This is an optimization exercise on Yosys and OpenROAD, whose aim is a short achievable clock period and few clock cycles per item, not a production implementation.
No functional check of the RTL was part of any run shown here.
The flow treats the clock pin as an ideal source, which a real chip does not have.
Power figures rest on the tool's default switching activity, not on a simulated workload.

`design/flow/design.v`:
```
package box_pkg;
  localparam int PX_W         = 8;
  localparam int WIN          = 3;
  localparam int LINE_BUFS    = WIN + 1;                 
  localparam int MAX_LINE_LEN = 16;
  localparam int LINE_ADDR_W  = $clog2( MAX_LINE_LEN );
  localparam int BUF_IDX_W    = $clog2( LINE_BUFS );
  localparam int SUM_W        = PX_W + 4;                
  typedef logic [PX_W - 1 : 0] px_t;
  typedef struct packed {
    px_t  tdata;
    logic tvalid;
    logic tlast;                                         
    logic tuser;                                         
  } stream_word_t;
  typedef struct packed {
    px_t [WIN - 1 : 0][WIN - 1 : 0] px;
    logic                           tvalid;
    logic                           tlast;
    logic                           tuser;
  } window_t;
  typedef struct packed {
    logic [SUM_W - 1 : 0] tdata;
    logic                 tvalid;
    logic                 tlast;
    logic                 tuser;
  } sum_word_t;
endpackage
`timescale 1ns/1ps
module box_filter_top
(
  input  logic         clk_i,
  input  logic         rst_i,
  input  box_pkg::stream_word_t video_i,
  output logic         video_ready_o,
  output box_pkg::sum_word_t    sum_o,
  input  logic         sum_ready_i
);
localparam int PX_W   = box_pkg::PX_W;                   
localparam int SUM_W  = box_pkg::SUM_W;                  
localparam int COL_W  = PX_W + 2;                        
localparam int NCOL   = box_pkg::MAX_LINE_LEN;
localparam int FIFO_D = 9;
logic              rdy_q;
logic              s0_v;
logic [PX_W - 1:0] s0_px;
logic              s0_last;
logic              s0_user;
always_ff @( posedge clk_i, posedge rst_i )
  if( rst_i )
    s0_v <= 1'b0;
  else
    s0_v <= video_i.tvalid && rdy_q;
always_ff @( posedge clk_i )
  begin
    s0_px   <= video_i.tdata;
    s0_last <= video_i.tlast;
    s0_user <= video_i.tuser;
  end
logic [NCOL - 1:0] col_q;                                
logic [1:0]        row_q;                                
logic [NCOL - 1:0] col_e;
logic [1:0]        row_e;
assign col_e = s0_user ? NCOL'( 1 ) : col_q;
assign row_e = s0_user ? 2'd0 : row_q;
always_ff @( posedge clk_i, posedge rst_i )
  if( rst_i )
    begin
      col_q <= NCOL'( 1 );
      row_q <= 2'd0;
    end
  else
    if( s0_v )
      begin
        if( s0_last )
          begin
            col_q <= NCOL'( 1 );
            row_q <= ( row_e == 2'd3 ) ? 2'd3 : row_e + 2'd1;
          end
        else
          begin
            col_q <= { col_e[NCOL - 2:0], 1'b0 };
            row_q <= row_e;
          end
      end
logic [PX_W - 1:0] la [NCOL];
logic [PX_W - 1:0] lb [NCOL];
logic [PX_W - 1:0] rd_a;
logic [PX_W - 1:0] rd_b;
always_comb
  begin
    rd_a = '0;
    rd_b = '0;
    for( int i = 0; i < NCOL; i++ )
      begin
        rd_a = rd_a | ( la[i] & { PX_W{ col_q[i] } } );
        rd_b = rd_b | ( lb[i] & { PX_W{ col_q[i] } } );
      end
  end
logic              s1_v;
logic              s1_win;                               
logic              s1_last;
logic              s1_first;
logic [PX_W - 1:0] s1_px;
logic [PX_W - 1:0] s1_a;
logic [PX_W - 1:0] s1_b;
always_ff @( posedge clk_i, posedge rst_i )
  if( rst_i )
    begin
      s1_v   <= 1'b0;
      s1_win <= 1'b0;
    end
  else
    begin
      s1_v   <= s0_v;
      s1_win <= s0_v && row_e[1] && !col_e[0] && !col_e[1];
    end
always_ff @( posedge clk_i )
  begin
    s1_last  <= s0_last;
    s1_first <= ( row_e == 2'd2 ) && col_e[2];
    s1_px    <= s0_px;
    s1_a     <= rd_a;
    s1_b     <= rd_b;
  end
for( genvar i = 0; i < NCOL; i++ )
  begin : g_col
    always_ff @( posedge clk_i )
      if( s0_v && col_e[i] )
        begin
          la[i] <= s0_px;
          lb[i] <= la[i];
        end
  end
logic              s2_v;
logic              s2_win;
logic              s2_last;
logic              s2_first;
logic [PX_W - 1:0] s2_s;                                 
logic [PX_W - 1:0] s2_c;
always_ff @( posedge clk_i, posedge rst_i )
  if( rst_i )
    begin
      s2_v   <= 1'b0;
      s2_win <= 1'b0;
    end
  else
    begin
      s2_v   <= s1_v;
      s2_win <= s1_win;
    end
always_ff @( posedge clk_i )
  begin
    s2_last  <= s1_last;
    s2_first <= s1_first;
    s2_s     <= s1_px ^ s1_a ^ s1_b;
    s2_c     <= ( s1_px & s1_a ) | ( s1_px & s1_b ) | ( s1_a & s1_b );
  end
logic       s3_v;
logic       s3_win;
logic       s3_last;
logic       s3_first;
logic [4:0] s3_lo;
logic [4:0] s3_mid0;
logic [4:0] s3_mid1;
logic       s3_top;
always_ff @( posedge clk_i, posedge rst_i )
  if( rst_i )
    begin
      s3_v   <= 1'b0;
      s3_win <= 1'b0;
    end
  else
    begin
      s3_v   <= s2_v;
      s3_win <= s2_win;
    end
always_ff @( posedge clk_i )
  begin
    s3_last  <= s2_last;
    s3_first <= s2_first;
    s3_lo    <= { 1'b0, s2_s[3:0] } + { 1'b0, s2_c[2:0], 1'b0 };
    s3_mid0  <= { 1'b0, s2_s[7:4] } + { 1'b0, s2_c[6:3] };
    s3_mid1  <= { 1'b0, s2_s[7:4] } + { 1'b0, s2_c[6:3] } + 5'd1;
    s3_top   <= s2_c[7];
  end
logic [4:0]         col_mid;
logic [COL_W - 1:0] col_0;                               
logic [COL_W - 1:0] col_1;                               
logic [COL_W - 1:0] col_2;
assign col_mid = s3_lo[4] ? s3_mid1 : s3_mid0;
assign col_0   = { s3_top && col_mid[4], s3_top ^ col_mid[4], col_mid[3:0], s3_lo[3:0] };
always_ff @( posedge clk_i )
  if( s3_v )
    begin
      col_1 <= col_0;
      col_2 <= col_1;
    end
logic               s4_win;
logic               s4_last;
logic               s4_first;
logic [COL_W - 1:0] s4_s;                                
logic [COL_W - 1:0] s4_c;
always_ff @( posedge clk_i, posedge rst_i )
  if( rst_i )
    s4_win <= 1'b0;
  else
    s4_win <= s3_win;
always_ff @( posedge clk_i )
  begin
    s4_last  <= s3_last;
    s4_first <= s3_first;
    s4_s     <= col_0 ^ col_1 ^ col_2;
    s4_c     <= ( col_0 & col_1 ) | ( col_0 & col_2 ) | ( col_1 & col_2 );
  end
logic       s5_win;
logic       s5_last;
logic       s5_first;
logic [4:0] s5_lo;
logic [4:0] s5_mid0;
logic [4:0] s5_mid1;
logic [3:0] s5_hi0;
logic [3:0] s5_hi1;
always_ff @( posedge clk_i, posedge rst_i )
  if( rst_i )
    s5_win <= 1'b0;
  else
    s5_win <= s4_win;
always_ff @( posedge clk_i )
  begin
    s5_last  <= s4_last;
    s5_first <= s4_first;
    s5_lo    <= { 1'b0, s4_s[3:0] } + { 1'b0, s4_c[2:0], 1'b0 };
    s5_mid0  <= { 1'b0, s4_s[7:4] } + { 1'b0, s4_c[6:3] };
    s5_mid1  <= { 1'b0, s4_s[7:4] } + { 1'b0, s4_c[6:3] } + 5'd1;
    s5_hi0   <= { 2'b0, s4_s[9:8] } + { 1'b0, s4_c[9:7] };
    s5_hi1   <= { 2'b0, s4_s[9:8] } + { 1'b0, s4_c[9:7] } + 4'd1;
  end
logic [4:0]         s5_mid;
logic [SUM_W - 1:0] s5_sum;
assign s5_mid = s5_lo[4] ? s5_mid1 : s5_mid0;
assign s5_sum = { s5_mid[4] ? s5_hi1 : s5_hi0, s5_mid[3:0], s5_lo[3:0] };
logic [SUM_W + 1:0]  fifo [FIFO_D];
logic [FIFO_D:0]     occ;                                
logic [FIFO_D - 1:0] wr_ptr;                             
logic [FIFO_D - 1:0] rd_ptr;                             
logic [FIFO_D - 1:0] rd_nx;                              
logic [SUM_W + 1:0]  wr_d;
logic [SUM_W + 1:0]  fifo_rd;
logic [SUM_W + 1:0]  fifo_nx;
logic                push;
logic [SUM_W + 1:0]  keep_d;                             
logic [SUM_W + 1:0]  next_d;                             
logic                keep_v;
logic                next_v;
logic                out_v;
logic                rdy_o;
logic [SUM_W + 1:0]  out_d;
assign push  = s5_win;
assign wr_d  = { s5_sum, s5_last, s5_first };
assign rd_nx = { rd_ptr[FIFO_D - 2:0], rd_ptr[FIFO_D - 1] };
always_comb
  begin
    fifo_rd = '0;
    fifo_nx = '0;
    for( int i = 0; i < FIFO_D; i++ )
      begin
        fifo_rd = fifo_rd | ( fifo[i] & { ( SUM_W + 2 ){ rd_ptr[i] } } );
        fifo_nx = fifo_nx | ( fifo[i] & { ( SUM_W + 2 ){ rd_nx[i] } } );
      end
  end
assign keep_d = ( push && occ[0] ) ? wr_d : fifo_rd;
assign next_d = ( push && occ[1] ) ? wr_d : fifo_nx;
assign keep_v = !occ[0] || push;
assign next_v = !( occ[0] || occ[1] ) || push;
logic [FIFO_D:0]     occ_up;
logic [FIFO_D:0]     occ_dn;
logic [FIFO_D:0]     occ_rdy;
logic [FIFO_D:0]     occ_wait;
logic [FIFO_D - 1:0] rd_rdy;
logic [SUM_W + 1:0]  d_rdy;
logic                v_rdy;
assign occ_up   = { occ[FIFO_D - 1:0], 1'b0 };
assign occ_dn   = { 1'b0, occ[FIFO_D:1] };
assign occ_wait = push ? occ_up : occ;
assign occ_rdy  = occ[0] ? occ_wait : ( push ? occ : occ_dn );
assign rd_rdy   = occ[0] ? rd_ptr : rd_nx;
assign d_rdy    = occ[0] ? keep_d : next_d;
assign v_rdy    = occ[0] ? keep_v : next_v;
for( genvar i = 0; i < FIFO_D; i++ )
  begin : g_fifo
    always_ff @( posedge clk_i )
      if( push && wr_ptr[i] )
        fifo[i] <= wr_d;
  end
always_ff @( posedge clk_i, posedge rst_i )
  if( rst_i )
    begin
      occ    <= ( FIFO_D + 1 )'( 1 );
      wr_ptr <= FIFO_D'( 1 );
      rd_ptr <= FIFO_D'( 1 );
      out_v  <= 1'b0;
      rdy_q  <= 1'b1;                                    
    end
  else
    begin
      occ <= sum_ready_i ? occ_rdy : occ_wait;
      if( push )
        wr_ptr <= { wr_ptr[FIFO_D - 2:0], wr_ptr[FIFO_D - 1] };
      rd_ptr <= sum_ready_i ? rd_rdy : rd_ptr;
      out_v  <= sum_ready_i ? v_rdy : keep_v;
      rdy_q <= occ[0] || occ[1];
    end
always_ff @( posedge clk_i )
  rdy_o <= occ[0] || occ[1];
assign video_ready_o = rdy_o;
always_ff @( posedge clk_i )
  out_d <= sum_ready_i ? d_rdy : keep_d;
assign sum_o = { out_d[SUM_W + 1:2], out_v, out_d[1], out_d[0] };
endmodule
```
`design/flow/flow/run.sh`:
```
#!/bin/bash
# The standard layout (standard.sh: the standard flow's own ORFS run, with the standard
# synthesis) with these changes, passed to ORFS through its environment:
#  - port buffers are buf_4 instead of the default pick, a slow delay cell
#  - clock tree synthesis clusters about 30 flip-flops per leaf buffer
set -euo pipefail
here=$(cd "$(dirname "$0")" && pwd)
export BUFFER_PORTS_ARGS="-buffer_cell sky130_fd_sc_hd__buf_4"
export CTS_ARGS="-sink_clustering_enable -repair_clock_nets -sink_clustering_size 30 -sink_clustering_max_diameter 100"
export POST_CTS_TCL="$here/post_cts.tcl"
bash standard.sh > flow.log 2>&1
```
`design/flow/flow/clock_top.tcl`:
```
# Rebuild the top of the clock tree: the clock port drives NTOP buffers
# directly, each at the centre of the leaf buffers it drives. The leaf level
# (buffers and the flip-flops under them) is kept as clock tree synthesis made it.
proc rebuild_clock_top { ntop } {
  set block [ord::get_db_block]
  set portnet [$block findNet clk_i]
  # everything between the port and the leaf buffers
  set leaves {}
  set upper {}
  set front [list $portnet]
  set upper_nets {}
  while {[llength $front]} {
    set next {}
    foreach net $front {
      foreach it [$net getITerms] {
        if {![$it isInputSignal]} continue
        set inst [$it getInst]
        set name [$inst getName]
        if {[string match "clkbuf_leaf_*" $name]} {
          lappend leaves $inst
        } else {
          lappend upper $inst
          foreach ot [$inst getITerms] {
            if {[$ot isOutputSignal] && [$ot getNet] ne "NULL"} { lappend next [$ot getNet]; lappend upper_nets [$ot getNet] }
          }
        }
      }
    }
    set front $next
  }
  foreach leaf $leaves { [$leaf findITerm A] disconnect }
  foreach inst $upper { odb::dbInst_destroy $inst }
  foreach net $upper_nets { odb::dbNet_destroy $net }
  # split the leaves into ntop groups: halves by x, then by y within each half
  set groups [list $leaves]
  set byx 1
  while {[llength $groups] < $ntop} {
    set ng {}
    foreach g $groups {
      set keyed {}
      foreach l $g {
        set b [$l getBBox]
        set k [expr {$byx ? [$b xMin] : [$b yMin]}]
        lappend keyed [list $k $l]
      }
      set keyed [lsort -integer -index 0 $keyed]
      set h [expr {[llength $keyed] / 2}]
      set a {}; set c {}
      foreach p [lrange $keyed 0 [expr {$h - 1}]] { lappend a [lindex $p 1] }
      foreach p [lrange $keyed $h end] { lappend c [lindex $p 1] }
      lappend ng $a $c
    }
    set groups $ng
    set byx [expr {!$byx}]
  }
  set master [[ord::get_db] findMaster sky130_fd_sc_hd__clkbuf_16]
  set i 0
  foreach g $groups {
    set sx 0; set sy 0
    foreach l $g { set b [$l getBBox]; incr sx [$b xMin]; incr sy [$b yMin] }
    set x [expr {$sx / [llength $g]}]
    set y [expr {$sy / [llength $g]}]
    set inst [odb::dbInst_create $block $master clkbuf_top_${i}_clk_i]
    set net [odb::dbNet_create $block clknet_top_${i}_clk_i]
    $net setSigType CLOCK
    [$inst findITerm A] connect $portnet
    [$inst findITerm X] connect $net
    foreach l $g { [$l findITerm A] connect $net }
    $inst setLocation $x $y
    $inst setPlacementStatus PLACED
    incr i
  }
  puts "clock port drives $i buffers over [llength $leaves] leaf buffers; removed [llength $upper] cells"
}
```
`design/flow/flow/post_cts.tcl`:
```
# Sourced by ORFS's cts step (POST_CTS_TCL) before it writes its result.
source [file join [file dirname [info script]] clock_top.tcl]
rebuild_clock_top 4
detailed_placement
check_placement -verbose
```
`design/flow/standard.sh`:
```
#!/bin/bash
# synth_recipe.tcl (not shown) runs the flow's synth.tcl, then flattens the netlist and writes it again
# the make line also repeats each setting of config.mk as NAME=value (left out here)
make -C /OpenROAD-flow-scripts/flow DESIGN_CONFIG=/design/flow/config.mk WORK_HOME=/design/flow/orfs CLKGATE_MAP_FILE= SYNTH_SCRIPT=/design/flow/synth_recipe.tcl "${@:-finish}"
```
`design/flow/config.mk`:
```
export PLATFORM = sky130hd
export DESIGN_NAME = box_filter_top
export DESIGN_NICKNAME = box_filter_top
export VERILOG_FILES = /design/flow/design.v
export SDC_FILE = /design/flow/constraint.sdc
export NUM_CORES = 4
export LEC_CHECK = 0
export ABC_CLOCK_PERIOD_IN_PS = 1200
export CAP_MARGIN = 20
export CORE_MARGIN = 2
export CORE_UTILIZATION = 60
export SETUP_SLACK_MARGIN = 1.75
export SLEW_MARGIN = 20
```
`design/flow/constraint.sdc`:
```
create_clock -name core_clock -period 3.1 [get_ports {clk_i}]
set_input_delay 0.6200 -clock core_clock [delete_from_list [all_inputs] [get_ports {clk_i}]]
set_output_delay 0.6200 -clock core_clock [all_outputs]
set_load 0.01 [all_outputs]
```
==> results of run 1 <==
flip-flops by register name, indices dropped and copies added (netlist names), 9 cells and up:
signal / flops
la: 128
lb: 128
fifo: 126
col_q: 16
out_d: 14
col_1: 10
col_2: 10
occ: 10
s4_c: 10
s4_s: 10
rd_ptr: 9
wr_ptr: 9
through the flow:
stage | utilization | setup WS [ns] | area [um^2] | total power [mW]
2_1_floorplan | - | 1.38 | 21700 | 11.6
3_3_place_gp | 0.630 | 1.16 | 22200 | 12.2
3_5_place_dp | 0.630 | 1.16 | 22300 | 12.3
5_1_grt | 0.751 | 1.22 | 26500 | 17.6
6_report | 0.751 | 1.28 | 26500 | 16.9
kinds of logic (layout without fill, tap and decap cells):
| kind of cell | Yosys count | count (layout) | share of synthesized area |
|---|---|---|---|
| xor+xnor | 15 | 15 | 0.00684 |
| mux | 51 | 55 | 0.0269 |
| simple gates | 119 | 126 | 0.0322 |
| flops | 593 | 593 | 0.756 |
| compound gates | 317 | 317 | 0.122 |
| fa+ha+maj | 43 | 43 | 0.0332 |
| buf+inv | 102 | 311 | 0.0226 |
how the worst max path moves through the flow:
| stage | to | slack (ns) | cells after the start | start |
|---|---|---|---|---|
| floorplan | s3_mid1[4] | 1.38 | 6 | s2_s[4] |
| global placement | out_d[0] | 1.16 | 4 | rd_ptr[3] |
| detailed placement | out_d[0] | 1.16 | 4 | rd_ptr[5] |
| global route | s5_mid1[4] | 1.22 | 6 | s4_c[3] |
| finish | s5_mid1[4] | 1.28 | 6 | s4_c[3] |
routing by layer:
metal	track usage	up-vias	part of all wire	routed length (um)
met4	0.119	0	0.044	2450
li1	-	5381	-	-
met5	0	-	0	0
met2	0.508	630	0.51	28300
met3	0.0460	148	0.075	4140
met1	0.378	6432	0.37	20700
power breakdown:
group | leakage, nW | switching [mW] | internal, mW
registers | 5.47 | 0.491 | 9.45
clock network | 0.326 | 2.20 | 1.52
logic | 3.68 | 1.51 | 1.74
placed cells by master (no fill, tap or decap), types with 11 or more instances in the layout:
cell       instances
clkbuf_1          16
dfrtp_1           26
dfxtp_1          109
a22oi_2           15
ha_1              13
nand3_1           15
and3_1            22
and2_4            30
a221oi_2          67
mux2_4            23
dfrtp_2           11
inv_1             20
nand4_1           20
a222oi_1          12
fa_1              14
clkbuf_16         30
edfxtp_1         402
a22o_1           102
buf_12            47
buf_6             68
dfxtp_2           22
a22oi_1           53
buf_4            102
dfrtp_4           15
mux2_2            11
cell type report, clock buffers not listed:
type,count,area (um^2),share of cell area
flip-flops and latches,593,16300,0.614
multi-input cells,556,5890,0.222
inverters,29,118,0.00443
plain buffers,4,100,0.00377
repair buffers,240,2960,0.112
clock inverters,1,6.26,0.000236
well taps,461,577,0.0217
==> metrics.md, run 1 <==
| Metric | Value |
|---|---|
| CTS tree | yes |
| Worst R2R Start | s4_c[3] |
| Seq/Total Area, Yosys | 0.756 |
| Gr ovfl total | 0 |
| Filler cells | roughly 2000 |
| Tmin final | 1.82 ns |
| Ranking of synthesized cells by area | edfxtp_1 56%, dfxtp_1 13%, dfrtp_1 6.1%, a22o_1 4.2%, a221oi_1 3.1% |
| Final setup violation count | 0 |
| Synthesized cell area | about 21000 um^2 |
| Syn avg cell area | about 17 um^2 |
| Die Height | slightly below 200 um |
| Unique masters post-synth | between 50 and 60 |
| Antenna diode count | 0 |
| Final Slew Violations | 0 |
| Starting Density | 0.606 |
| Die area | approximately 37000 um^2 |
| Post-Layout Cell Count | 1921 |
| Ports | 30 |
| Max Freq | about 0.55 GHz |
| Hold crit path type | input pin to async pin |
| FF-to-FF End | s5_mid1[4] |
| Worst Setup End Kind | register |
| GPL Wtd Cong | between 0.8 and 0.9 |
| Req. time, crit path | 3.35 ns |
| Vias in the first global route | 12589 |
| Fin Hold WS | 0.266 ns |
| Peak supply drop | 0.711 mV |
| Max Cap Violations | 0 |
| Buffers on Ports | 29 |
| Area leader, netlist | edfxtp_1 |
| Top cell by count, worst path | ha_4 |
| Final HPWL DP | 27.8 mm |
| Worst path slowest cell | fa_2 |
| Synth Flop Type | edfxtp_1 |
| Post-route ant nets | 0 |
| Clock Skew | around 0.025 ns |
| Crit-path cells | ha_4 -> fa_2 -> ha_4 -> nand3b_1 -> mux2_4 -> xnor2_1 |
| Cells after synthesis | about 1200 |
| Crit path kind | register to register |
| Tightest Pin Transition | about 0.67 ns |
| Total negative slack | 0 ns |
| Final nets | ~1500 |
| Synth top area share | 0.564 |
| Synthesized flop and latch total | ~590 |
| Commonest cells in the netlist | 402 x edfxtp_1, 134 x dfxtp_1, 103 x a22o_1, 76 x a221oi_1, 65 x a22oi_1 |
| Max stage delay on crit path | about 0.56 ns |
| Most numerous cell in the Yosys netlist | edfxtp_1 |
| Area grow syn2layout | 23.9% |
| Crit path buffers/inverters | 0 |
| Syn_nets | 1297 |
| Delay-heaviest family, CP | adder cells |
| R2R Setup Slk | 1.28 ns |
| Layout cells sized above 1 | 0.376 |
| # DRC | 0 |
| Status | complete, no violations |
| Crit path DAT | 2.07 ns |
| Drt first pass iters | 6 |
| Largest net degree at the start of global routing | 32 |
| Vias/cell | ~6.6 |
| Pwr Density | ~640 nW/um^2 |
| Num rows | between 60 and 70 |
| Worst r2r path cells | 6 |
| Synth warn | 4 |
| Overall routing resource usage | 0.295 |
| Final WL | around 56 mm |
| Clock Latency Late Sink | about 0.36 ns |
| Unrepaired setup endpoints after global routing | true |
| First-pass GRT wire length | 79.4 mm |
| Slew margin rel. | 0.555 |
| Reg clk slew, reported paths | about 0.12 ns |
| DIE WIDTH | 193 um |
| Number of enable flip-flop cells after synthesis | 402 |
| Initial antenna violation count | 0 |
| Final hold violations | 0 |
| Routed via count | approximately 13000 |
| Pleak | between 9 and 10 nW |
| Synth async-reset ratio | 0.0961 |
| Area of the core | between 30000 and 40000 um^2 |
| Worst setup SP type | register |
| Fin crit share | 0.587 |
| CP max FO | 3 |
| WL/cell | between 20 and 30 um |
| Clock sinks | roughly 590 |
| Inst Count DP | between 1500 and 2000 |
| 1st-iter DRT viols | roughly 1400 |
==> run 2: changes to the inputs <==
--- a/design/flow/flow/run.sh
+++ b/design/flow/flow/run.sh
@@ -7,5 +7,8 @@
 here=$(cd "$(dirname "$0")" && pwd)
 export BUFFER_PORTS_ARGS="-buffer_cell sky130_fd_sc_hd__buf_4"
 export CTS_ARGS="-sink_clustering_enable -repair_clock_nets -sink_clustering_size 30 -sink_clustering_max_diameter 100"
+# no adder cells: the adder step (extract_fa) maps sums to full-adder cells,
+# whose sum output is slow; without it abc maps the adders from plain gates
+export ADDER_MAP_FILE=
 export POST_CTS_TCL="$here/post_cts.tcl"
 bash standard.sh > flow.log 2>&1
==> run 2 against run 1 <==
Net effect:
- critical path depth is 1 lower
- sequential share of layout area is 0.81 points higher
- utilization is 0.91 points lower
- sequential power hardly changed
- clock skew hardly changed
- setup slack better by 0.22 ns
- critical path type unchanged
- critical endpoint is now out_d[0]
==> metrics.md, run 2 <==
| Metric | Value |
|---|---|
| Max Freq | 0.625 GHz (+14%) |
| Tmin final | 1.60 ns (-0.222 ns) |
| Fin Hold WS | 0.296 ns (+0.0299 ns) |
| Most frequent cells in the layout | 402 x edfxtp_1, 107 x dfxtp_1, 97 x buf_4, 85 x a22o_1, 74 x a22oi_1 |
| Delay-heaviest family, CP | compound AO/OA/AOI/OAI gates |
| GRT met3 Usage | 0.0404 (-0.00564) |
| Switching power | 3.85 mW (-8.4%) |
| Reg area | 16300 um^2 (about the same) |
| Cells after synthesis | 1318 (+6.3%) |
| Final HPWL DP | 26.9 mm (-3.2%) |
| Synth Flop Type | edfxtp_1 |
| Max Cap Violations | 0 (unchanged) |
| Crit path kind | register to register |
| Routed via count | 13076 (+3.9%) |
| Clk pwr share | 0.230 (+0.010) |
| Overall routing resource usage | 0.296 (+0.000672) |
| Largest net degree at the start of global routing | 49 (+53%) |
| Num rows | 69 (unchanged) |
| Die Height | 192 um (-0.21%) |
| Most numerous cell in the Yosys netlist | edfxtp_1 |
| Ranking of synthesized cells by area | edfxtp_1 57%, dfxtp_1 13%, dfrtp_1 6.1%, a22o_1 3.5%, a22oi_1 3.5% |
| Starting Density | 0.604 (-0.00259) |
| Area leader, netlist | edfxtp_1 |
| Final hold violations | 0 (unchanged) |
| Crit path DAT | 1.83 ns (-0.24 ns) |
| First-pass GRT wire length | 79.4 mm (about the same) |
| Pwr Total | 16.0 mW (-5.2%) |
| Met1 Usage GRT | 0.383 (+0.00586) |
| Syn_nets | 1332 (+2.7%) |
| GPL Wtd Cong | 0.776 (-4.5%) |
| Hold crit path type | input pin to async pin |
| Unrepaired setup endpoints after global routing | true |
| Peak supply drop | 0.636 mV (-11%) |
| Unique masters post-synth | 49 (-3.9%) |
| Drt first pass iters | 7 (+1) |
| Worst setup SP type | register |
| Worst path slowest cell | dfrtp_4 |
| Final Slew Violations | 0 (unchanged) |
| Area grow syn2layout | 23.0% |
| Post-route ant nets | 0 (unchanged) |
| WL/cell | 28.2 um (-2.5%) |
| Reg clk slew, reported paths | 0.12 ns (about the same) |
| Initial antenna violation count | 0 (unchanged) |
| Die area | 37000 um^2 (-0.42%) |
| Total negative slack | 0 ns (unchanged) |
| CTS tree | yes |
| Synth top area share | 0.566 (+0.00242) |
| Status | complete, no violations |
| Commonest non-fill, non-tap cell in the layout | edfxtp_1 |
| Vias/cell | 6.60 (+0.71%) |
| Biggest regs | la: 128 flops, lb: 128 flops, fifo: 126 flops |
| Syn avg cell area | 16.2 um^2 (-6.3%) |
| Clock Skew | 0.0246 ns (-0.000462 ns) |
| Synth warn | 4 (unchanged) |
| Met2 usage | 0.501 (-0.00744) |
| Req. time, crit path | 3.33 ns (-0.02 ns) |
| Final setup violation count | 0 (unchanged) |
| Placed instance area | 22000 um^2 (-1.3%) |
| Slew margin rel. | 0.576 (+0.0209) |
| Vias in the first global route | 12567 (-0.17%) |
| DIE WIDTH | 192 um (-0.21%) |
| Synthesized flop and latch total | 593 (unchanged) |
| Final WL | 55.9 mm (+0.54%) |
| Area of the core | 35300 um^2 (unchanged) |
| # DRC | 0 (unchanged) |
| Pwr Density | 611 nW/um^2 (-4.1%) |
| Cell area after layout | 26200 um^2 (-1.2%) |
| Max stage delay on crit path | 0.59 ns (+0.03 ns) |
| Ports | 30 (unchanged) |
| Final core occ | 0.742 (-0.00914) |
| Commonest cells in the netlist | 402 x edfxtp_1, 134 x dfxtp_1, 99 x a22oi_1, 85 x a22o_1 |
| Synthesized cell area | 21300 um^2 (-0.43%) |
| Crit-path cells | buf_4 -> a22oi_2 -> nand3_2 -> a2111oi_4 -> a211oi_1 |
| Synth async-reset ratio | 0.0961 (unchanged) |
| Global route hottest layer | met2 |
| Sequential group share of total power | 0.622 (+0.034) |
| Final nets | 1518 (+1.1%) |
| Buffers on Ports | 29 (unchanged) |
| Fin crit share | 0.516 (-0.0715) |
| Combinational power share | 0.147 (-0.045) |
| Antenna diode count | 0 (unchanged) |
| 1st-iter DRT viols | 1658 (+19%) |
| Filler cells | 2027 (+0.25%) |
| Int Pwr | 12.2 mW (-4.2%) |
| Seq/Total Area, Yosys | 0.760 (+0.00324) |
| Worst Setup End Kind | register |
| Pleak | 9.23 nW (-2.6%) |
| Crit path buffers/inverters | 1 (+1) |
| Tightest Pin Transition | 0.635 ns (-0.0313 ns) |
| Gr ovfl total | 0 (unchanged) |
| Clock Latency Late Sink | 0.35 ns (about the same) |
| Number of enable flip-flop cells after synthesis | 402 (unchanged) |
| Multi-input logic area | 5670 um^2 (-3.8%) |
| Layout cells sized above 1 | 0.325 (-0.0510) |
| CP max FO | 8 (+5) |
| Clock sinks | 593 (unchanged) |
| Sw frac | 0.240 (-0.00827) |
run 2: per-layer routing:
| metal | routed length [um] | up-vias |
|---|---|---|
| li1 | - | 5575 |
| met1 | 20900 | 6499 |
| met2 | 27400 | 795 |
| met3 | 4660 | 207 |
| met4 | 2990 | 0 |
| met5 | 0 | - |
run 2: power groups by stage:
stage                     clock, mW  sequential (mW)  combinational (mW)
final                          3.69             9.97                2.36
after global routing           4.01             10.1                2.59
after global placement            0             10.1                1.92
after floorplan                   0             9.95                1.60
after detailed placement          0             10.1                1.95
run 2: final cells by class, clock buffers not listed:
| cell class | count | share of cell area |
|---|---|---|
| Clock inverter | 1 | 0.000334 |
| Tap cell | 461 | 0.0220 |
| Multi-Input combinational cell | 646 | 0.216 |
| Sequential cell | 593 | 0.623 |
| Inverter | 7 | 0.00143 |
| Buffer | 4 | 0.00382 |
| Timing Repair Buffer | 232 | 0.112 |
run 2: final timing paths:
path                                 from        to  slack, ns  depth (start not counted)
worst max-delay path            rd_ptr[7]  out_d[0]       1.50                          5
worst min-delay path                rst_i  col_q[5]       0.30                          2
worst max register to register  rd_ptr[7]  out_d[0]       1.50                          5
worst min register to register    s4_last   s5_last       0.34                          0
max in group asynchronous           rst_i    occ[0]       2.23                          3
min in group core_clock           s4_last   s5_last       0.34                          0
run 2: kinds of logic (layout without fill, tap and decap cells):
logic type | count (synthesis) | count (layout) | share of synthesized area
compound gates | 315 | 315 | 0.119
xor+xnor | 72 | 72 | 0.0296
fa+ha+maj | 22 | 22 | 0.0103
buf+inv | 84 | 281 | 0.0172
flops | 593 | 593 | 0.760
mux | 40 | 40 | 0.0201
simple gates | 192 | 197 | 0.0439
run 2: metrics by stage:
step / setup WS (ns) / std cells
after floorplan: 1.65 / 1318
after global placement: 1.09 / 1742
after detailed placement: 1.08 / 1742
after global routing: 1.47 / 1981
final: 1.50 / 1981
==> run 3: changes to the inputs <==
--- a/design/flow/design.v
+++ b/design/flow/design.v
@@ -40,7 +40,7 @@
 localparam int SUM_W  = box_pkg::SUM_W;                  
 localparam int COL_W  = PX_W + 2;                        
 localparam int NCOL   = box_pkg::MAX_LINE_LEN;
-localparam int FIFO_D = 9;
+localparam int FIFO_D = 10;
 logic              rdy_q;
 logic              s0_v;
 logic [PX_W - 1:0] s0_px;
@@ -63,26 +63,23 @@
 logic [1:0]        row_e;
 assign col_e = s0_user ? NCOL'( 1 ) : col_q;
 assign row_e = s0_user ? 2'd0 : row_q;
+logic [NCOL - 1:0] col_nx;                               
+logic [NCOL - 1:0] wr_q;                                 
+assign col_nx = !s0_v ? col_q : s0_last ? NCOL'( 1 ) : { col_e[NCOL - 2:0], 1'b0 };
 always_ff @( posedge clk_i, posedge rst_i )
   if( rst_i )
     begin
       col_q <= NCOL'( 1 );
       row_q <= 2'd0;
+      wr_q  <= '0;
     end
   else
-    if( s0_v )
-      begin
-        if( s0_last )
-          begin
-            col_q <= NCOL'( 1 );
-            row_q <= ( row_e == 2'd3 ) ? 2'd3 : row_e + 2'd1;
-          end
-        else
-          begin
-            col_q <= { col_e[NCOL - 2:0], 1'b0 };
-            row_q <= row_e;
-          end
-      end
+    begin
+      col_q <= col_nx;
+      if( s0_v )
+        row_q <= !s0_last ? row_e : ( row_e == 2'd3 ) ? 2'd3 : row_e + 2'd1;
+      wr_q <= ( video_i.tvalid && rdy_q ) ? ( video_i.tuser ? NCOL'( 1 ) : col_nx ) : '0;
+    end
 logic [PX_W - 1:0] la [NCOL];
 logic [PX_W - 1:0] lb [NCOL];
 logic [PX_W - 1:0] rd_a;
@@ -126,7 +123,7 @@
 for( genvar i = 0; i < NCOL; i++ )
   begin : g_col
     always_ff @( posedge clk_i )
-      if( s0_v && col_e[i] )
+      if( wr_q[i] )
         begin
           la[i] <= s0_px;
           lb[i] <= la[i];
@@ -240,6 +237,15 @@
 logic [SUM_W - 1:0] s5_sum;
 assign s5_mid = s5_lo[4] ? s5_mid1 : s5_mid0;
 assign s5_sum = { s5_mid[4] ? s5_hi1 : s5_hi0, s5_mid[3:0], s5_lo[3:0] };
+logic               s6_win;
+logic [SUM_W + 1:0] s6_d;
+always_ff @( posedge clk_i, posedge rst_i )
+  if( rst_i )
+    s6_win <= 1'b0;
+  else
+    s6_win <= s5_win;
+always_ff @( posedge clk_i )
+  s6_d <= { s5_sum, s5_last, s5_first };
 logic [SUM_W + 1:0]  fifo [FIFO_D];
 logic [FIFO_D:0]     occ;                                
 logic [FIFO_D - 1:0] wr_ptr;                             
@@ -256,9 +262,8 @@
 logic                out_v;
 logic                rdy_o;
 logic [SUM_W + 1:0]  out_d;
-assign push  = s5_win;
-assign wr_d  = { s5_sum, s5_last, s5_first };
-assign rd_nx = { rd_ptr[FIFO_D - 2:0], rd_ptr[FIFO_D - 1] };
+assign push  = s6_win;
+assign wr_d  = s6_d;
 always_comb
   begin
     fifo_rd = '0;
@@ -278,6 +283,7 @@
 logic [FIFO_D:0]     occ_rdy;
 logic [FIFO_D:0]     occ_wait;
 logic [FIFO_D - 1:0] rd_rdy;
+logic [FIFO_D - 1:0] rd_nx_rdy;
 logic [SUM_W + 1:0]  d_rdy;
 logic                v_rdy;
 assign occ_up   = { occ[FIFO_D - 1:0], 1'b0 };
@@ -285,6 +291,7 @@
 assign occ_wait = push ? occ_up : occ;
 assign occ_rdy  = occ[0] ? occ_wait : ( push ? occ : occ_dn );
 assign rd_rdy   = occ[0] ? rd_ptr : rd_nx;
+assign rd_nx_rdy = occ[0] ? rd_nx : { rd_nx[FIFO_D - 2:0], rd_nx[FIFO_D - 1] };
 assign d_rdy    = occ[0] ? keep_d : next_d;
 assign v_rdy    = occ[0] ? keep_v : next_v;
 for( genvar i = 0; i < FIFO_D; i++ )
@@ -299,6 +306,7 @@
       occ    <= ( FIFO_D + 1 )'( 1 );
       wr_ptr <= FIFO_D'( 1 );
       rd_ptr <= FIFO_D'( 1 );
+      rd_nx  <= FIFO_D'( 2 );
       out_v  <= 1'b0;
       rdy_q  <= 1'b1;                                    
     end
@@ -308,6 +316,7 @@
       if( push )
         wr_ptr <= { wr_ptr[FIFO_D - 2:0], wr_ptr[FIFO_D - 1] };
       rd_ptr <= sum_ready_i ? rd_rdy : rd_ptr;
+      rd_nx  <= sum_ready_i ? rd_nx_rdy : rd_nx;
       out_v  <= sum_ready_i ? v_rdy : keep_v;
       rdy_q <= occ[0] || occ[1];
     end
==> run 3 against run 2 <==
Net effect:
- area after synthesis up 6.8%
- highest routed layer unchanged
- power up 5.9%
- clock power up 9.2%
- synthesized cell count up 4.7%
==> metrics.md, run 3 <==
| Metric | Value |
|---|---|
| Worst Setup End Kind | register |
| Num rows | 71 (+2.9%) |
| Initial antenna violation count | 0 (unchanged) |
| Post-Layout Cell Count | 2028 (+2.4%) |
| Cells after synthesis | 1380 (+4.7%) |
| Synthesized flop and latch total | 641 (+8.1%) |
| Tmin final | 1.54 ns (-0.0609 ns) |
| Tightest Pin Transition | 0.893 ns (+0.258 ns) |
| Die Height | 199 um (+3.3%) |
| Seq/Total Area, Yosys | 0.764 (+0.00468) |
| Reg clk slew, reported paths | 0.12 ns (about the same) |
| Max Freq | 0.650 GHz (+4.0%) |
| Crit path buffers/inverters | 1 (unchanged) |
| Filler cells | 2325 (+15%) |
| Pwr Total | 17.0 mW (+5.9%) |
| Synth async-reset ratio | 0.120 (+0.0240) |
| Final setup violation count | 0 (unchanged) |
| Synth warn | 4 (unchanged) |
| Crit-path cells | nor3b_4 -> buf_12 -> nand2_1 -> o21ai_2 -> nor2b_1 |
| Delay-heaviest family, CP | simple AND/OR/NAND/NOR gates |
| Final Slew Violations | 0 (unchanged) |
| Setup WS post-layout | 1.56 ns (+0.0609 ns) |
| Final nets | 1513 (-0.33%) |
| R2R Setup Slk | 1.56 ns (+0.06 ns) |
| Req. time, crit path | 3.36 ns (+0.03 ns) |
| Starting Density | 0.607 (+0.00338) |
| Ports | 30 (unchanged) |
| Fin crit share | 0.496 (-0.0197) |
| Crit path kind | register to register |
| Largest register by flop count | fifo |
| Ranking of synthesized cells by area | edfxtp_1 55%, dfxtp_1 13%, dfrtp_1 7.9%, a221oi_1 3.5%, a22o_1 3.5% |
| Pleak | 9.45 nW (+2.5%) |
| Final HPWL DP | 28.5 mm (+6.0%) |
| WL/cell | 27.8 um (-1.6%) |
| Inst Count DP | 1858 (+6.7%) |
| DIE WIDTH | 199 um (+3.3%) |
| Unique masters post-synth | 43 (-12%) |
| Synthesized cell area | 22800 um^2 (+6.8%) |
| Clock Skew | 0.0298 ns (+0.00512 ns) |
| GPL Wtd Cong | 0.829 (+6.8%) |
| Placed instance area | 23500 um^2 (+6.8%) |
| CP max FO | 8 (unchanged) |
| CTS tree | yes |
| Area leader, netlist | edfxtp_1 |
| Buffers on Ports | 29 (unchanged) |
| Final hold violations | 0 (unchanged) |
| Overall routing resource usage | 0.283 (-0.0134) |
| Max stage delay on crit path | 0.46 ns (-0.13 ns) |
| Commonest non-fill, non-tap cell in the layout | edfxtp_1 |
| Number of enable flip-flop cells after synthesis | 416 (+3.5%) |
| Layout cells sized above 1 | 0.301 (-0.0244) |
| Status | complete, no violations |
| Biggest regs | fifo: 140 flops, la: 128 flops, lb: 128 flops |
| Vias/cell | 6.43 (-2.5%) |
| Drt first pass iters | 5 (-2) |
| Worst Setup SP | s0_last |
| Area grow syn2layout | 18.6% |
| Fin Hold WS | 0.336 ns (+0.0402 ns) |
| Die area | 39500 um^2 (+6.6%) |
| Final WL | 56.3 mm (+0.72%) |
| Worst R2R Start | s0_last |
| Synth top area share | 0.549 (-0.0174) |
| Total negative slack | 0 ns (unchanged) |
| Unrepaired setup endpoints after global routing | true |
| Max Cap Violations | 0 (unchanged) |
| Commonest cells in the netlist | 416 x edfxtp_1, 148 x dfxtp_1, 92 x a221oi_1, 92 x a22o_1, 84 x a22oi_1 |
| First-pass GRT wire length | 80.2 mm (+1.0%) |
| Worst setup SP type | register |
| Crit path DAT | 1.80 ns (-0.03 ns) |
| Synth Flop Type | edfxtp_1 |
| Vias in the first global route | 12695 (+1.0%) |
| Routed via count | 13048 (-0.21%) |
| Syn avg cell area | 16.5 um^2 (+2.0%) |
| Slew margin rel. | 0.401 (-0.175) |
| Worst path slowest cell | dfxtp_1 |
| Peak supply drop | 0.473 mV (-26%) |
| Largest net degree at the start of global routing | 39 (-20%) |
| Most numerous cell in the Yosys netlist | edfxtp_1 |
| Post-route ant nets | 0 (unchanged) |
| # DRC | 0 (unchanged) |
| Final core occ | 0.720 (-0.0220) |
| Syn_nets | 1394 (+4.7%) |
| Gr ovfl total | 0 (unchanged) |
| 1st-iter DRT viols | 1145 (-31%) |
| Pwr Density | 628 nW/um^2 (+2.8%) |
| Clock Latency Late Sink | 0.37 ns (+0.02 ns) |
| Worst Hold Launch | s5_lo[2] |
| Most frequent cells in the layout | 416 x edfxtp_1, 126 x dfxtp_1, 91 x a22o_1, 83 x a22oi_1, 78 x buf_4 |
| Clock sinks | 641 (+8.1%) |
| Antenna diode count | 0 (unchanged) |
| Pre-CTS setup slack | 1.21 ns (+0.132 ns) |
| Hold crit path type | register to register |
| Area of the core | 37500 um^2 (+6.2%) |
| Max reg flops | between 100 and 150 |
| Cell area after layout | 27000 um^2 (+3.0%) |
[run 3: changes by cell type after synthesis, moves of 15 or more]
cell,previous run,this run
nand2_1,64,41
a221oi_1,64,92
clkbuf_1,59,39
dfrtp_1,52,72
and4_1,0,15
and2_1,29,12
nor2_1,20,42
a22oi_1,99,84
nand3_1,45,3
buf_2,5,30
[run 3: report_power, final]
part	internal (mW)	total, mW	switching (mW)
Combinational	1.12	2.01	0.890
Clock	1.64	4.03	2.39
Sequential	10.1	10.9	0.787
Total	12.9	17.0	4.07
[run 3: cell type report, clock buffers not listed]
| cell class | count | area, um^2 | area share |
|---|---|---|---|
| sequential | 641 | 17500 | 0.649 |
| clock inverter | 1 | 20.0 | 0.000742 |
| inverter | 20 | 78.8 | 0.00292 |
| timing repair inverter | 1 | 5.00 | 0.000185 |
| buffer | 4 | 100 | 0.00371 |
| tap | 511 | 639 | 0.0237 |
| multi-input combinational | 640 | 5920 | 0.219 |
| timing repair buffer | 169 | 2090 | 0.0775 |
[run 3: layer usage]
layer / global-route usage / wire length [um]
met5: 0 / 0
met4: 0.118 / 2620
met3: 0.0288 / 3620
met2: 0.495 / 28700
met1: 0.364 / 21400
[run 3: worst paths after layout]
| check | to | cells past startpoint |
|---|---|---|
| min | s6_d[4] | 0 |
| min reg2reg | s6_d[4] | 0 |
| max | wr_q[9] | 5 |
| max reg2reg | wr_q[9] | 5 |
| min in group asynchronous | rd_ptr[1] | 2 |
| max in group asynchronous | col_q[3] | 3 |
[run 3: kinds of logic (layout without fill, tap and decap cells)]
group | after synthesis | count (layout) | synth area share
compound gates | 321 | 321 | 0.114
xor+xnor | 73 | 73 | 0.0281
fa+ha+maj | 22 | 22 | 0.00973
buf+inv | 100 | 236 | 0.0186
flops | 641 | 641 | 0.764
mux | 55 | 55 | 0.0261
simple gates | 168 | 169 | 0.0389
==> run 4: changes to the inputs <==
==> design/flow/config.mk (replaced) <==
export PLATFORM = sky130hd
export DESIGN_NAME = box_filter_top
export DESIGN_NICKNAME = box_filter_top
export VERILOG_FILES = /design/flow/design.v
export SDC_FILE = /design/flow/constraint.sdc
export NUM_CORES = 4
export LEC_CHECK = 0
export ABC_CLOCK_PERIOD_IN_PS = 1100
export CAP_MARGIN = 20
export CORE_MARGIN = 2
export CORE_UTILIZATION = 60
export SETUP_SLACK_MARGIN = 1.8
export SLEW_MARGIN = 20
==> run 4 against run 3 <==
Net effect:
- power grew 0.98%
- hold slack lost 0.0020 ns
- sequential power is essentially flat
- clock power grew 1%
- global-route usage grew 1.1 points
- clock skew is essentially flat
- cell count grew 1.6%
- critical path depth grew 2
- combinational power grew 4%
- area after synthesis is the same
- critical endpoint is now out_d[3]
- largest cell class unchanged
==> metrics.md, run 4 <==
| Metric | Value |
|---|---|
| Final setup violation count | 0 (unchanged) |
| Slew margin rel. | 0.555 (+0.153) |
| Sw frac | 0.243 (+0.00340) |
| Area leader, netlist | edfxtp_1 |
| Antenna diode count | 0 (unchanged) |
| Most frequent cells in the layout | 416 x edfxtp_1, 125 x dfxtp_1, 103 x buf_4, 92 x a22o_1, 84 x a22oi_1 |
| Synth top area share | 0.549 (unchanged) |
| Final WL | 58.7 mm (+4.3%) |
| DIE WIDTH | 199 um (unchanged) |
| Commonest cells in the netlist | 416 x edfxtp_1, 148 x dfxtp_1, 92 x a221oi_1, 92 x a22o_1, 84 x a22oi_1 |
| Initial antenna violation count | 0 (unchanged) |
| Area of the core | 37500 um^2 (unchanged) |
| Synth warn | 4 (unchanged) |
| # DRC | 0 (unchanged) |
| Number of enable flip-flop cells after synthesis | 416 (unchanged) |
| Seq/Total Area, Yosys | 0.764 (unchanged) |
| Global route hottest layer | met2 |
| Max Cap Violations | 0 (unchanged) |
| Total negative slack | 0 ns (unchanged) |
| Routed via count | 13327 (+2.1%) |
| WL/cell | 28.5 um (+2.6%) |
| Syn avg cell area | 16.5 um^2 (unchanged) |
| Final core occ | 0.730 (+0.0103) |
| Die Height | 199 um (unchanged) |
| Met2 usage | 0.508 (+0.0133) |
| Clk pwr share | 0.238 (about the same) |
| GPL Wtd Cong | 0.917 (+11%) |
| Tmin final | 1.63 ns (+0.0912 ns) |
| Switching power | 4.16 mW (+2.4%) |
| Area grow syn2layout | 20.3% |
| Worst path slowest cell | dfstp_2 |
| CP max FO | 7 (-1) |
| Int Pwr | 13.0 mW (+0.53%) |
| First-pass GRT wire length | 83.9 mm (+4.6%) |
| Starting Density | 0.607 (unchanged) |
| Cells after synthesis | 1380 (unchanged) |
| Crit path kind | register to register |
| Unrepaired setup endpoints after global routing | true |
| Vias/cell | 6.47 (+0.50%) |
| Clock Latency Late Sink | 0.37 ns (about the same) |
| Largest net degree at the start of global routing | 52 (+33%) |
| Max stage delay on crit path | 0.57 ns (+0.11 ns) |
| Delay-heaviest family, CP | flip-flops |
| Drt first pass iters | 5 (unchanged) |
| Req. time, crit path | 3.35 ns (about the same) |
| Max Freq | 0.614 GHz (-5.6%) |
| Status | complete, no violations |
| Syn_nets | 1394 (unchanged) |
| Reg clk slew, reported paths | 0.12 ns (about the same) |
| Pleak | 9.65 nW (+2.0%) |
| Num rows | 71 (unchanged) |
| CTS tree | yes |
| Sequential group share of total power | 0.640 (-0.004) |
| Tightest Pin Transition | 0.667 ns (-0.226 ns) |
| Pre-CTS setup slack | 1.08 ns (-0.135 ns) |
| Combinational power share | 0.123 (+0.005) |
| Synth async-reset ratio | 0.120 (unchanged) |
| Hold crit path type | register to register |
| GRT met3 Usage | 0.0437 (+0.0149) |
| Crit path DAT | 1.87 ns (+0.07 ns) |
| Largest register by flop count | fifo |
| Worst Setup End Kind | register |
| Biggest regs | fifo: 140 flops, la: 128 flops, lb: 128 flops |
| Clock sinks | 641 (unchanged) |
| Met1 Usage GRT | 0.373 (+0.00900) |
| Buffers on Ports | 29 (unchanged) |
| Worst setup SP type | register |
| Final nets | 1546 (+2.2%) |
| Post-route ant nets | 0 (unchanged) |
| Crit-path cells | buf_6 -> mux2i_4 -> buf_12 -> buf_16 -> nand4_1 -> nor2_1 -> a211oi_2 |
| Peak supply drop | 0.795 mV (+68%) |
| Clock Skew | 0.0299 ns (+0.000106 ns) |
| Gr ovfl total | 0 (unchanged) |
| Unique masters post-synth | 43 (unchanged) |
| Overall routing resource usage | 0.294 (+0.0114) |
| Filler cells | 2327 (+0.086%) |
| Layout cells sized above 1 | 0.319 (+0.0188) |
| Crit path buffers/inverters | 3 (+2) |
| Max reg flops | 140 (unchanged) |
| 1st-iter DRT viols | 1318 (+15%) |
| Synthesized cell area | 22800 um^2 (unchanged) |
| Fin crit share | 0.525 (+0.0294) |
| Synth Flop Type | edfxtp_1 |
| Die area | 39500 um^2 (unchanged) |
| Final hold violations | 0 (unchanged) |
| Commonest non-fill, non-tap cell in the layout | edfxtp_1 |
| Final HPWL DP | 28.6 mm (+0.18%) |
| Ports | 30 (unchanged) |
| Synthesized flop and latch total | 641 (unchanged) |
| Ranking of synthesized cells by area | edfxtp_1 55%, dfxtp_1 13%, dfrtp_1 7.9%, a221oi_1 3.5%, a22o_1 3.5% |
| Vias in the first global route | 13207 (+4.0%) |
| Pwr Density | 626 nW/um^2 (-0.44%) |
| Setup WS post-layout | 1.47 ns (-0.0912 ns) |
| Most numerous cell in the Yosys netlist | edfxtp_1 |
| Final Slew Violations | 0 (unchanged) |
-- run 4: cell count changes in the layout (fill, tap and decap cells not counted), moves of 4 or more --
| cell | previous run | this run |
|---|---|---|
| buf_16 | 3 | 7 |
| mux2_4 | 6 | 11 |
| buf_12 | 41 | 36 |
| buf_6 | 37 | 44 |
| buf_4 | 78 | 103 |
| a221oi_2 | 72 | 63 |
| dfxtp_4 | 3 | 7 |
| mux2_2 | 28 | 23 |
| nor2b_1 | 11 | 7 |
| a221oi_1 | 19 | 25 |
| and2_4 | 11 | 15 |
-- run 4: routing by layer --
| layer | part of all wire | vias up |
|---|---|---|
| li1 | - | 5720 |
| met5 | 0 | - |
| met3 | 0.071 | 180 |
| met4 | 0.049 | 0 |
| met1 | 0.38 | 6736 |
| met2 | 0.50 | 691 |
-- run 4: path summary, 6_finish.rpt --
kind	from	end	slack, ns	cells after the start
max in group asynchronous	rst_i	occ[0]	2.03	3
hold / removal	s5_lo[3]	s6_d[5]	0.33	0
min in group asynchronous	rst_i	col_q[4]	0.35	2
setup / recovery	occ[0]	out_d[3]	1.47	7
hold reg to reg	s5_lo[3]	s6_d[5]	0.33	0
setup reg to reg	occ[0]	out_d[3]	1.47	7
-- run 4: cell type report, clock buffers not listed --
class	count	area (um^2)	area share
Sequential cell	641	17500	0.641
Clock inverter	1	20.0	0.000731
Timing Repair Buffer	198	2320	0.0847
Inverter	20	78.8	0.00288
Multi-Input combinational cell	645	6060	0.221
Buffer	4	100	0.00366
Tap cell	511	639	0.0233
-- run 4: logic make-up after synthesis --
kind of cell / after synthesis / synth area share
buffers and inverters: 100 / 0.0186
AOI/OAI and AO/OA: 321 / 0.114
adders and majority gates: 22 / 0.00973
and+or+nand+nor: 168 / 0.0389
DFF: 641 / 0.764
muxes: 55 / 0.0261
xor gates and xnor gates: 73 / 0.0281
-- run 4: per-stage QoR --
| stage | cell area, um^2 | cells | total power, mW | hold WS (ns) |
|---|---|---|---|---|
| after floorplan | 22900 | 1380 | 12.2 | 0.310 |
| after global placement | 23500 | 1858 | 12.8 | 0.311 |
| after detailed placement | 23500 | 1858 | 12.8 | 0.313 |
| after global routing | 27400 | 2061 | 17.8 | 0.334 |
| final | 27400 | 2061 | 17.1 | 0.334 |
-- run 4: power by group through the flow --
stage | sequential (mW) | clock (mW) | combinational (mW)
final | 11.0 | 4.07 | 2.10
after floorplan | 10.8 | 0 | 1.49
after global routing | 11.1 | 4.41 | 2.31
after global placement | 11.0 | 0 | 1.73
after detailed placement | 11.1 | 0 | 1.75
==> run 5: changes to the inputs <==
--- a/design/flow/design.v
+++ b/design/flow/design.v
@@ -41,45 +41,47 @@
 localparam int COL_W  = PX_W + 2;                        
 localparam int NCOL   = box_pkg::MAX_LINE_LEN;
 localparam int FIFO_D = 10;
-logic              rdy_q;
-logic              s0_v;
-logic [PX_W - 1:0] s0_px;
-logic              s0_last;
-logic              s0_user;
-always_ff @( posedge clk_i, posedge rst_i )
-  if( rst_i )
-    s0_v <= 1'b0;
-  else
-    s0_v <= video_i.tvalid && rdy_q;
-always_ff @( posedge clk_i )
-  begin
-    s0_px   <= video_i.tdata;
-    s0_last <= video_i.tlast;
-    s0_user <= video_i.tuser;
-  end
+logic              busy_q;                               
+logic              take;                                 
 logic [NCOL - 1:0] col_q;                                
 logic [1:0]        row_q;                                
-logic [NCOL - 1:0] col_e;
-logic [1:0]        row_e;
-assign col_e = s0_user ? NCOL'( 1 ) : col_q;
-assign row_e = s0_user ? 2'd0 : row_q;
-logic [NCOL - 1:0] col_nx;                               
+logic [NCOL - 1:0] col_in;                               
+logic [1:0]        row_in;
+assign take   = video_i.tvalid && !busy_q;
+assign col_in = video_i.tuser ? NCOL'( 1 ) : col_q;
+assign row_in = video_i.tuser ? 2'd0 : row_q;
+always_ff @( posedge clk_i )
+  if( take )
+    begin
+      col_q <= video_i.tlast ? NCOL'( 1 ) : { col_in[NCOL - 2:0], 1'b0 };
+      row_q <= !video_i.tlast ? row_in : ( row_in == 2'd3 ) ? 2'd3 : row_in + 2'd1;
+    end
+logic              s0_v;
+logic              s0_win;                               
+logic              s0_first;                             
+logic              s0_last;
+logic [PX_W - 1:0] s0_px;
 logic [NCOL - 1:0] wr_q;                                 
-assign col_nx = !s0_v ? col_q : s0_last ? NCOL'( 1 ) : { col_e[NCOL - 2:0], 1'b0 };
+logic [NCOL - 1:0] rd_q;                                 
 always_ff @( posedge clk_i, posedge rst_i )
   if( rst_i )
     begin
-      col_q <= NCOL'( 1 );
-      row_q <= 2'd0;
-      wr_q  <= '0;
+      s0_v   <= 1'b0;
+      s0_win <= 1'b0;
     end
   else
     begin
-      col_q <= col_nx;
-      if( s0_v )
-        row_q <= !s0_last ? row_e : ( row_e == 2'd3 ) ? 2'd3 : row_e + 2'd1;
-      wr_q <= ( video_i.tvalid && rdy_q ) ? ( video_i.tuser ? NCOL'( 1 ) : col_nx ) : '0;
+      s0_v   <= take;
+      s0_win <= take && row_in[1] && !col_in[0] && !col_in[1];
     end
+always_ff @( posedge clk_i )
+  begin
+    s0_first <= ( row_in == 2'd2 ) && col_in[2];
+    s0_last  <= video_i.tlast;
+    s0_px    <= video_i.tdata;
+    wr_q     <= take ? col_in : '0;
+    rd_q     <= col_in;
+  end
 logic [PX_W - 1:0] la [NCOL];
 logic [PX_W - 1:0] lb [NCOL];
 logic [PX_W - 1:0] rd_a;
@@ -90,12 +92,12 @@
     rd_b = '0;
     for( int i = 0; i < NCOL; i++ )
       begin
-        rd_a = rd_a | ( la[i] & { PX_W{ col_q[i] } } );
-        rd_b = rd_b | ( lb[i] & { PX_W{ col_q[i] } } );
+        rd_a = rd_a | ( la[i] & { PX_W{ rd_q[i] } } );
+        rd_b = rd_b | ( lb[i] & { PX_W{ rd_q[i] } } );
       end
   end
 logic              s1_v;
-logic              s1_win;                               
+logic              s1_win;
 logic              s1_last;
 logic              s1_first;
 logic [PX_W - 1:0] s1_px;
@@ -110,12 +112,12 @@
   else
     begin
       s1_v   <= s0_v;
-      s1_win <= s0_v && row_e[1] && !col_e[0] && !col_e[1];
+      s1_win <= s0_win;
     end
 always_ff @( posedge clk_i )
   begin
     s1_last  <= s0_last;
-    s1_first <= ( row_e == 2'd2 ) && col_e[2];
+    s1_first <= s0_first;
     s1_px    <= s0_px;
     s1_a     <= rd_a;
     s1_b     <= rd_b;
@@ -300,25 +302,36 @@
       if( push && wr_ptr[i] )
         fifo[i] <= wr_d;
   end
+localparam logic [FIFO_D:0]     OCC_INIT = ( FIFO_D + 1 )'( 1 );
+localparam logic [FIFO_D - 1:0] RD_INIT  = FIFO_D'( 1 );
+localparam logic [FIFO_D - 1:0] NX_INIT  = FIFO_D'( 2 );
+logic [FIFO_D:0]     occ_x;
+logic [FIFO_D - 1:0] wr_x;
+logic [FIFO_D - 1:0] rd_x;
+logic [FIFO_D - 1:0] nx_x;
+assign occ    = occ_x ^ OCC_INIT;
+assign wr_ptr = wr_x ^ RD_INIT;
+assign rd_ptr = rd_x ^ RD_INIT;
+assign rd_nx  = nx_x ^ NX_INIT;
 always_ff @( posedge clk_i, posedge rst_i )
   if( rst_i )
     begin
-      occ    <= ( FIFO_D + 1 )'( 1 );
-      wr_ptr <= FIFO_D'( 1 );
-      rd_ptr <= FIFO_D'( 1 );
-      rd_nx  <= FIFO_D'( 2 );
+      occ_x  <= '0;
+      wr_x   <= '0;
+      rd_x   <= '0;
+      nx_x   <= '0;
       out_v  <= 1'b0;
-      rdy_q  <= 1'b1;                                    
+      busy_q <= 1'b0;
     end
   else
     begin
-      occ <= sum_ready_i ? occ_rdy : occ_wait;
+      occ_x <= ( sum_ready_i ? occ_rdy : occ_wait ) ^ OCC_INIT;
       if( push )
-        wr_ptr <= { wr_ptr[FIFO_D - 2:0], wr_ptr[FIFO_D - 1] };
-      rd_ptr <= sum_ready_i ? rd_rdy : rd_ptr;
-      rd_nx  <= sum_ready_i ? rd_nx_rdy : rd_nx;
-      out_v  <= sum_ready_i ? v_rdy : keep_v;
-      rdy_q <= occ[0] || occ[1];
+        wr_x <= { wr_ptr[FIFO_D - 2:0], wr_ptr[FIFO_D - 1] } ^ RD_INIT;
+      rd_x  <= ( sum_ready_i ? rd_rdy : rd_ptr ) ^ RD_INIT;
+      nx_x  <= ( sum_ready_i ? rd_nx_rdy : rd_nx ) ^ NX_INIT;
+      out_v <= sum_ready_i ? v_rdy : keep_v;
+      busy_q <= !( occ[0] || occ[1] );
     end
 always_ff @( posedge clk_i )
   rdy_o <= occ[0] || occ[1];
==> run 5 against run 4 <==
Net effect:
- setup slack improved by 0.052 ns
- combinational power is 66% higher
- critical path type unchanged
- register-to-register slack better by 0.05 ns
- hold slack got worse by 0.13 ns
- sequential cell count increased by 17
- critical path depth is 1 lower
- cell count down 3.7%
- area after synthesis grew 0.89%
- first-iteration DRC count shrank 0.76%
- global-route usage is 2.9 points lower
==> metrics.md, run 5 <==
| Metric | Value |
|---|---|
| First-pass GRT wire length | 77.1 mm (-8.1%) |
| Largest net degree at the start of global routing | 45 (-13%) |
| Area leader, netlist | edfxtp_1 |
| Filler cells | 2502 (+7.5%) |
| Cell area after layout | 26200 um^2 (-4.5%) |
| Unique masters post-synth | 47 (+9.3%) |
| Worst setup SP type | register |
| Pleak | 9.17 nW (-4.9%) |
| Slew margin rel. | 0.570 (+0.0153) |
| Met1 Usage GRT | 0.374 (+0.00101) |
| Cells after synthesis | 1394 (+1.0%) |
| Tightest Pin Transition | 0.645 ns (-0.0216 ns) |
| Ports | 30 (unchanged) |
| Antenna diode count | 0 (unchanged) |
| Pwr Density | 731 nW/um^2 (+17%) |
| Die area | 39800 um^2 (+0.87%) |
| Most frequent cells in the layout | 434 x edfxtp_1, 120 x dfxtp_1, 119 x a22o_1, 76 x a221oi_1, 56 x xnor2_1 |
| Clock Latency Late Sink | 0.37 ns (about the same) |
| CP max FO | 6 (-1) |
| Max Freq | 0.634 GHz (+3.3%) |
| R2R Setup Slk | 1.52 ns (+0.05 ns) |
| Seq/Total Area, Yosys | 0.773 (+0.00850) |
| Gr ovfl total | 0 (unchanged) |
| Final nets | 1469 (-5.0%) |
| Syn avg cell area | 16.5 um^2 (-0.13%) |
| 1st-iter DRT viols | 1308 (-0.76%) |
| # DRC | 0 (unchanged) |
| Total negative slack | 0 ns (unchanged) |
| Routed via count | 12814 (-3.8%) |
| Tmin final | 1.58 ns (-0.0521 ns) |
| FF-to-FF End | out_d[8] |
| Pre-CTS setup slack | 1.06 ns (-0.0193 ns) |
| Area of the core | 37700 um^2 (+0.47%) |
| Vias/cell | 6.46 (-0.12%) |
| Crit path kind | register to register |
| Num rows | 71 (unchanged) |
| Fin crit share | 0.509 (-0.0168) |
| Placed instance area | 23600 um^2 (+0.50%) |
| Peak supply drop | 0.577 mV (-27%) |
| Initial antenna violation count | 0 (unchanged) |
| Buffers on Ports | 29 (unchanged) |
| CTS tree | yes |
| Setup WS post-layout | 1.52 ns (+0.0521 ns) |
| Starting Density | 0.609 (+0.00249) |
| Drt first pass iters | 5 (unchanged) |
| Worst Setup SP | rd_x[3] |
| Largest register by flop count | fifo |
| Clock sinks | 658 (+2.7%) |
| Post-route ant nets | 0 (unchanged) |
| Final Slew Violations | 0 (unchanged) |
| WL/cell | 26.9 um (-5.5%) |
| Met2 usage | 0.433 (-0.0749) |
| Ranking of synthesized cells by area | edfxtp_1 57%, dfxtp_1 16%, a221oi_1 5.0%, dfrtp_1 4.8%, a22o_1 4.5% |
| Hold crit path type | input pin to async pin |
| Final setup violation count | 0 (unchanged) |
| Reg clk slew, reported paths | 0.11 ns (about the same) |
| Number of enable flip-flop cells after synthesis | 434 (+4.3%) |
| Final core occ | 0.694 (-0.0360) |
| Final HPWL DP | 27.7 mm (-3.3%) |
| Commonest non-fill, non-tap cell in the layout | edfxtp_1 |
| Synth top area share | 0.568 (+0.0187) |
| Layout cells sized above 1 | 0.225 (-0.0946) |
| Commonest cells in the netlist | 434 x edfxtp_1, 180 x dfxtp_1, 131 x a221oi_1, 119 x a22o_1, 62 x clkbuf_1 |
| Worst R2R Start | rd_x[3] |
| Final hold violations | 0 (unchanged) |
| Die Height | 200 um (+0.43%) |
| GRT met3 Usage | 0.0366 (-0.00712) |
| GPL Wtd Cong | 0.814 (-11%) |
| Vias in the first global route | 12358 (-6.4%) |
| Final WL | 53.4 mm (-9.1%) |
| Unrepaired setup endpoints after global routing | true |
| Max reg flops | 140 (unchanged) |
| Crit path DAT | 1.84 ns (-0.03 ns) |
| Worst r2r path cells | 6 (-1) |
| Max Cap Violations | 0 (unchanged) |
| Synth Flop Type | edfxtp_1 |
| Req. time, crit path | 3.36 ns (about the same) |
| Synthesized cell area | 23000 um^2 (+0.89%) |
| Synth warn | 4 (unchanged) |
| Clock Skew | 0.0289 ns (-0.000973 ns) |
| Overall routing resource usage | 0.266 (-0.0285) |
| Syn_nets | 1408 (+1.0%) |
| DIE WIDTH | 200 um (+0.43%) |
| Worst Setup End Kind | register |
| Biggest regs | fifo: 140 flops, la: 128 flops, lb: 128 flops |
| Synthesized flop and latch total | 658 (+2.7%) |
| Global route hottest layer | met2 |
| Area grow syn2layout | 14.0% |
| Status | complete, no violations |
| Synth async-reset ratio | 0.0669 (-0.0533) |
| Most numerous cell in the Yosys netlist | edfxtp_1 |
[run 5: cells by family (layout without fill, tap and decap cells)]
group | count (synthesis) | after routing | synth area share
xor gates and xnor gates | 71 | 71 | 0.0271
DFF | 658 | 658 | 0.773
and+or+nand+nor | 191 | 198 | 0.0392
buffers and inverters | 104 | 175 | 0.0180
muxes | 30 | 31 | 0.0140
AOI/OAI and AO/OA | 318 | 318 | 0.119
adders and majority gates | 22 | 22 | 0.00959
[run 5: where the power goes]
group          internal (mW)  switching (mW)
clock network           1.65            2.41
logic                   1.95            1.53
registers               10.6            1.00
[run 5: metrics by stage]
step	total power, mW	hold WS, ns	cells
floorplan	13.3	0.310	1394
global placement	14.2	0.312	1867
detailed placement	14.3	0.312	1867
global route	19.9	0.210	1984
finish	19.1	0.201	1984
[run 5: worst max-delay path: stages, from the launching register on]
cell,delay (ns)
dfrtp_4,0.55
buf_4,0.17
buf_6,0.13
a22o_1,0.21
a221oi_2,0.17
nand3_1,0.11
o211a_1,0.14
[run 5: final cells by class, clock buffers not listed]
type,count,area (um^2),share of cell area
repair buffers,104,1270,0.0486
flip-flops and latches,658,17900,0.684
plain buffers,4,100,0.00383
multi-input cells,640,5510,0.210
well taps,511,639,0.0244
inverters,25,111,0.00426
[run 5: worst max path at each step]
| stage | slack, ns | end | cells past startpoint |
|---|---|---|---|
| 2_1_floorplan | 1.55 | out_d[11] | 5 |
| 3_3_place_gp | 1.05 | out_d[1] | 5 |
| 3_5_place_dp | 1.06 | out_d[1] | 5 |
| 5_1_grt | 1.48 | out_d[1] | 5 |
| 6_report | 1.52 | out_d[8] | 6 |
[run 5: per-layer routing]
| layer | vias up | routed length (um) |
|---|---|---|
| met5 | - | 0 |
| met4 | 0 | 1940 |
| met3 | 131 | 4130 |
| met2 | 612 | 25800 |
| met1 | 6467 | 21600 |
| li1 | 5604 | - |

## static timing again, ports no longer ideal
The results above use ideal ports. As a check the final layouts listed here were re-extracted and re-timed, cells and wires unchanged.
Step 1 (the two cells are an assumption about what drives the block):
set clk [get_ports {clk_i}]
set_driving_cell -lib_cell sky130_fd_sc_hd__clkbuf_16 $clk
set_driving_cell -lib_cell sky130_fd_sc_hd__buf_2 [delete_from_list [all_inputs] $clk]
Step 2 times the ports against the registers' clock, not the clock port: input delays grow and output delays shrink by t, the midpoint of the rising clock arrivals with the driver on.
a / b / c = no drivers / after step 1 / after step 2; a / b = the first two.
| run | t (ns) | slack for setup (ns) | worst hold slack (ns) | clock arrival spread, ns | worst data-port slew with drivers (ns) |
|---|---|---|---|---|---|
| run 1 | 0.465 | 1.280 / 1.280 / 1.280 | 0.266 / 0.174 / 0.323 | 0.026 / 0.026 | 0.04 |
| run 2 | 0.455 | 1.501 / 1.501 / 1.400 | 0.296 / 0.209 / 0.336 | 0.025 / 0.025 | 0.04 |
| run 3 | 0.470 | 1.562 / 1.514 / 1.373 | 0.336 / 0.258 / 0.336 | 0.032 / 0.032 | 0.03 |
| run 4 | 0.460 | 1.471 / 1.471 / 1.281 | 0.334 / 0.259 / 0.334 | 0.033 / 0.033 | 0.04 |
| run 5 | 0.469 | 1.523 / 1.504 / 1.317 | 0.201 / 0.109 / 0.335 | 0.029 / 0.029 | 0.04 |
After both steps setup and hold are still met in every run listed. The setup slack of run 5, which loses most, moves by -0.019 ns with the drivers and by -0.206 ns with both steps.
